Background: an optimization exercise with open tools, aiming at small area and a short achievable clock period. Do not read the settings as production practice.
Only simulation tests tie the RTL to the original design; equivalence was not proved.

## rev 12
==> module rv_decode, before the edit <==
module rv_decode (
  input  logic              i_clk,
  input  logic              i_rst_n,
  input  logic              i_instr_vld,
  input  rv_pkg::instr_t    i_instr,
  output logic              o_rs1_en,
  output rv_pkg::reg_addr_t o_rs1_addr,
  output logic              o_rs2_en,
  output rv_pkg::reg_addr_t o_rs2_addr,
  input  rv_pkg::word_t     i_rs1_data,
  input  rv_pkg::word_t     i_rs2_data,
  output logic              o_ex_wen,
  output rv_pkg::reg_addr_t o_ex_rd,
  output rv_pkg::alu_ctl_t  o_ex_ctl,
  output logic              o_ex_fa,
  output logic              o_ex_fb,
  output rv_pkg::word_t     o_ex_a,
  output rv_pkg::word_t     o_ex_b,
  output logic              o_illegal
);
  rv_pkg::opcode_t   opcode;
  logic [2:0]        funct3;
  rv_pkg::funct7_t   funct7;
  rv_pkg::reg_addr_t rd;
  rv_pkg::reg_addr_t rs1;
  rv_pkg::reg_addr_t rs2;
  logic              is_op;
  logic              is_imm;
  logic              is_lui;
  logic              f7_base;
  logic              f7_alt;
  logic              legal;
  logic              alt;
  logic              use_rs1;
  logic              use_rs2;
  logic              a1, b1;
  rv_pkg::word_t     imm;
  rv_pkg::alu_ctl_t  ctl;
  assign opcode = i_instr[6:0];
  assign rd     = i_instr[11:7];
  assign funct3 = i_instr[14:12];
  assign rs1    = i_instr[19:15];
  assign rs2    = i_instr[24:20];
  assign funct7 = i_instr[31:25];
  assign is_op   = (opcode == rv_pkg::OPC_OP);
  assign is_imm  = (opcode == rv_pkg::OPC_OP_IMM);
  assign is_lui  = (opcode == rv_pkg::OPC_LUI);
  assign f7_base = (funct7 == rv_pkg::F7_BASE);
  assign f7_alt  = (funct7 == rv_pkg::F7_ALT);
  always_comb begin
    case (funct3)
      3'b000:  legal = is_imm || (is_op && (f7_base || f7_alt));
      3'b001:  legal = (is_imm || is_op) && f7_base;
      3'b101:  legal = (is_imm || is_op) && (f7_base || f7_alt);
      default: legal = is_imm || (is_op && f7_base);
    endcase
    legal = legal || is_lui;
  end
  assign alt = f7_alt && (is_op || funct3 == 3'b101);
  always_comb begin
    ctl       = '0;
    ctl.sub   = !is_lui && ((funct3 == 3'b000 && alt && is_op) ||
                            funct3 == 3'b010 || funct3 == 3'b011);
    ctl.r_add = is_lui || funct3 == 3'b000;
    ctl.r_lt  = !is_lui && (funct3 == 3'b010 || funct3 == 3'b011);
    ctl.lt_u  = funct3[0];
    ctl.r_xor = !is_lui && funct3 == 3'b100;
    ctl.r_or  = !is_lui && funct3 == 3'b110;
    ctl.r_and = !is_lui && funct3 == 3'b111;
    ctl.r_sll = !is_lui && funct3 == 3'b001;
    ctl.r_sr  = !is_lui && funct3 == 3'b101;
    ctl.arith = alt;
  end
  assign imm = i_instr[2] ? {i_instr[31:12], 12'b0} : {{20{i_instr[31]}}, i_instr[31:20]};
  assign use_rs1 = !i_instr[2];
  assign use_rs2 = i_instr[5] && !i_instr[2];
  assign o_rs1_en   = use_rs1;
  assign o_rs1_addr = rs1;
  assign o_rs2_en   = use_rs2;
  assign o_rs2_addr = rs2;
  assign a1 = use_rs1 && o_ex_wen && (o_ex_rd == rs1);
  assign b1 = use_rs2 && o_ex_wen && (o_ex_rd == rs2);
  always_ff @(posedge i_clk or negedge i_rst_n) begin
    if (!i_rst_n) begin
      o_ex_wen  <= 1'b0;
      o_illegal <= 1'b0;
    end else begin
      o_ex_wen  <= i_instr_vld && legal && (rd != '0);
      o_illegal <= i_instr_vld && !legal;
    end
  end
  always_ff @(posedge i_clk) begin
    o_ex_rd  <= rd;
    o_ex_ctl <= ctl;
    o_ex_fa  <= a1;
    o_ex_fb  <= b1;
    o_ex_a   <= i_rs1_data;
    o_ex_b   <= i_rs2_data | (imm & {rv_pkg::XLEN{!use_rs2}});
  end
endmodule
==> module rv_execute, before the edit <==
module rv_execute (
  input  logic              i_clk,
  input  logic              i_rst_n,
  input  logic              i_ex_wen,
  input  rv_pkg::reg_addr_t i_ex_rd,
  input  rv_pkg::alu_ctl_t  i_ex_ctl,
  input  logic              i_ex_fa,
  input  logic              i_ex_fb,
  input  rv_pkg::word_t     i_ex_a,
  input  rv_pkg::word_t     i_ex_b,
  output logic              o_res_wen,
  output rv_pkg::reg_addr_t o_res_rd,
  output rv_pkg::word_t     o_res_data
);
  rv_pkg::word_t a;
  rv_pkg::word_t b;
  rv_pkg::word_t b_x;
  logic [32:0]   sum_c;
  rv_pkg::word_t sum;
  logic          cout;
  logic          lt;
  rv_pkg::word_t sh_in;
  rv_pkg::word_t sh;
  rv_pkg::word_t sh_rev;
  logic          fill;
  rv_pkg::word_t alu;
  function automatic rv_pkg::word_t rev(input rv_pkg::word_t x);
    for (int i = 0; i < rv_pkg::XLEN; i++) rev[i] = x[rv_pkg::XLEN-1-i];
  endfunction
  assign a = ({rv_pkg::XLEN{i_ex_fa}} & o_res_data) | i_ex_a;
  assign b = ({rv_pkg::XLEN{i_ex_fb}} & o_res_data) | i_ex_b;
  assign b_x = b ^ {rv_pkg::XLEN{i_ex_ctl.sub}};
  logic [33:0] sum_w;
  assign sum_w = {1'b0, a, 1'b1} + {1'b0, b_x, i_ex_ctl.sub};
  assign sum_c = sum_w[33:1];
  assign sum   = sum_c[31:0];
  assign cout  = sum_c[32];
  assign lt = i_ex_ctl.lt_u ? !cout : ((a[31] ^ b[31]) ? a[31] : sum[31]);
  assign fill  = i_ex_ctl.arith && a[31];
  assign sh_in = i_ex_ctl.r_sll ? rev(a) : a;
  always_comb begin
    sh = sh_in;
    for (int k = 0; k < rv_pkg::SHAMT_W; k++) begin
      if (b[k]) sh = (sh >> (1 << k)) | ({rv_pkg::XLEN{fill}} & ~({rv_pkg::XLEN{1'b1}} >> (1 << k)));
    end
  end
  assign sh_rev = rev(sh);
  assign alu = ({rv_pkg::XLEN{i_ex_ctl.r_add}} & sum) |
               ({rv_pkg::XLEN{i_ex_ctl.r_lt}}  & {31'b0, lt}) |
               ({rv_pkg::XLEN{i_ex_ctl.r_xor}} & (a ^ b)) |
               ({rv_pkg::XLEN{i_ex_ctl.r_or}}  & (a | b)) |
               ({rv_pkg::XLEN{i_ex_ctl.r_and}} & (a & b)) |
               ({rv_pkg::XLEN{i_ex_ctl.r_sll}} & sh_rev) |
               ({rv_pkg::XLEN{i_ex_ctl.r_sr}}  & sh);
  always_ff @(posedge i_clk or negedge i_rst_n) begin
    if (!i_rst_n) begin
      o_res_wen <= 1'b0;
    end else begin
      o_res_wen <= i_ex_wen;
    end
  end
  always_ff @(posedge i_clk) begin
    o_res_rd    <= i_ex_rd;
    o_res_data  <= alu;
  end
endmodule
clock: 8.0 ns
lec_check: 0
cap_margin: 20
core_margin: 2
core_utilization: 50
cts_cluster_diameter: 100
cts_cluster_size: 24
setup_slack_margin: 4.8
slew_margin: 20
standard.sh (not shown) runs the stock make flow with config.mk's settings and CLKGATE_MAP_FILE= SYNTH_SCRIPT=/design/flow/synth_recipe.tcl, a recipe that flattens the netlist after the stock synthesis.
==> flow/flow/run.sh <==
#!/bin/bash
# The standard layout, with the port buffers made of buf_4 cells instead of
# the default delay buffer (every input and output port is still buffered).
set -euo pipefail
bash standard.sh "BUFFER_PORTS_ARGS=-buffer_cell sky130_fd_sc_hd__buf_4" finish > orfs_make.log 2>&1
The inputs of rev 13 differ from those of rev 12 as listed below.
-- flow/design.v --
<<< rev 12, line 16
    logic sub;      
    logic r_add;    
    logic r_lt;     
    logic lt_u;     
    logic r_xor;
    logic r_or;
>>> rev 13, line 16
    logic sub;      
    logic r_add;    
    logic r_lts;    
    logic r_ltu;    
    logic r_xor;
    logic r_or;
<<< rev 12, line 148
                            funct3 == 3'b010 || funct3 == 3'b011);
    ctl.r_add = is_lui || funct3 == 3'b000;
    ctl.r_lt  = !is_lui && (funct3 == 3'b010 || funct3 == 3'b011);
    ctl.lt_u  = funct3[0];
    ctl.r_xor = !is_lui && funct3 == 3'b100;
    ctl.r_or  = !is_lui && funct3 == 3'b110;
>>> rev 13, line 148
                            funct3 == 3'b010 || funct3 == 3'b011);
    ctl.r_add = is_lui || funct3 == 3'b000;
    ctl.r_lts = !is_lui && funct3 == 3'b010;
    ctl.r_ltu = !is_lui && funct3 == 3'b011;
    ctl.r_xor = !is_lui && funct3 == 3'b100;
    ctl.r_or  = !is_lui && funct3 == 3'b110;
<<< rev 12, line 222
  assign sum   = sum_c[31:0];
  assign cout  = sum_c[32];
  assign lt = i_ex_ctl.lt_u ? !cout : ((a[31] ^ b[31]) ? a[31] : sum[31]);
  assign fill  = i_ex_ctl.arith && a[31];
  assign sh_in = i_ex_ctl.r_sll ? rev(a) : a;
>>> rev 13, line 222
  assign sum   = sum_c[31:0];
  assign cout  = sum_c[32];
  assign lt = (i_ex_ctl.r_ltu && !cout) ||
              (i_ex_ctl.r_lts && ((a[31] ^ b[31]) ? a[31] : sum[31]));
  assign fill  = i_ex_ctl.arith && a[31];
  assign sh_in = i_ex_ctl.r_sll ? rev(a) : a;
<<< rev 12, line 233
  assign sh_rev = rev(sh);
  assign alu = ({rv_pkg::XLEN{i_ex_ctl.r_add}} & sum) |
               ({rv_pkg::XLEN{i_ex_ctl.r_lt}}  & {31'b0, lt}) |
               ({rv_pkg::XLEN{i_ex_ctl.r_xor}} & (a ^ b)) |
               ({rv_pkg::XLEN{i_ex_ctl.r_or}}  & (a | b)) |
>>> rev 13, line 234
  assign sh_rev = rev(sh);
  assign alu = ({rv_pkg::XLEN{i_ex_ctl.r_add}} & sum) |
               {31'b0, lt} |
               ({rv_pkg::XLEN{i_ex_ctl.r_xor}} & (a ^ b)) |
               ({rv_pkg::XLEN{i_ex_ctl.r_or}}  & (a | b)) |
## What came out
- Between rev 12 and rev 13, period utilization increased.
- NOTE via count normalized by instance count rev 12->rev 13 decreased slightly
- For the register-to-register setup slack, rev 13 came in 0.03 ns lower than rev 12 did.
- Run comparison: rev 12 endpoint of the worst setup timing path rv_regfile_inst.regs[13][7]; rev 13 endpoint of the worst setup timing path rv_decode_inst.o_ex_a[23]
- The area share of xor/xnor cells in the synthesized design of rev 13 and that of rev 12 are within noise of each other.
- Going from rev 12 to rev 13, final critical path time including I/O delays and setup grew by 0.047 ns, via count has decreased.
- Summary of rev 13 over rev 12: first-pass GRT wire length went down by 6.1 mm; maximum achievable frequency went down.

separate check: timing with driven ports:
How much do the figures lean on ideal ports? The routed layouts below were timed once more, with nothing changed but the port constraints.
Step 1 sets driving cells, clkbuf_16 on the clock port and buf_2 on the other inputs (assumed; they add their load-dependent delay and slew).
Step 2 times the ports against the registers' clock, not the clock port: input delays grow and output delays shrink by t, the midpoint of the rising clock arrivals with the driver on.
Three values: ideal, step 1, step 2; two values: the first two.
run | t, ns | setup WS [ns] | worst hold slack (ns) | worst data-port slew with drivers (ns)
rev 12 | 0.836 | 4.659 / 4.583 / 3.747 | 0.481 / 0.481 / 0.481 | 0.23
rev 13 | 0.780 | 4.612 / 4.528 / 3.747 | 0.464 / 0.464 / 0.464 | 0.32
After both steps every run listed still meets setup and hold. For rev 12, which loses most, drivers alone change the setup slack by -0.076 ns; drivers and shift together by -0.912 ns.
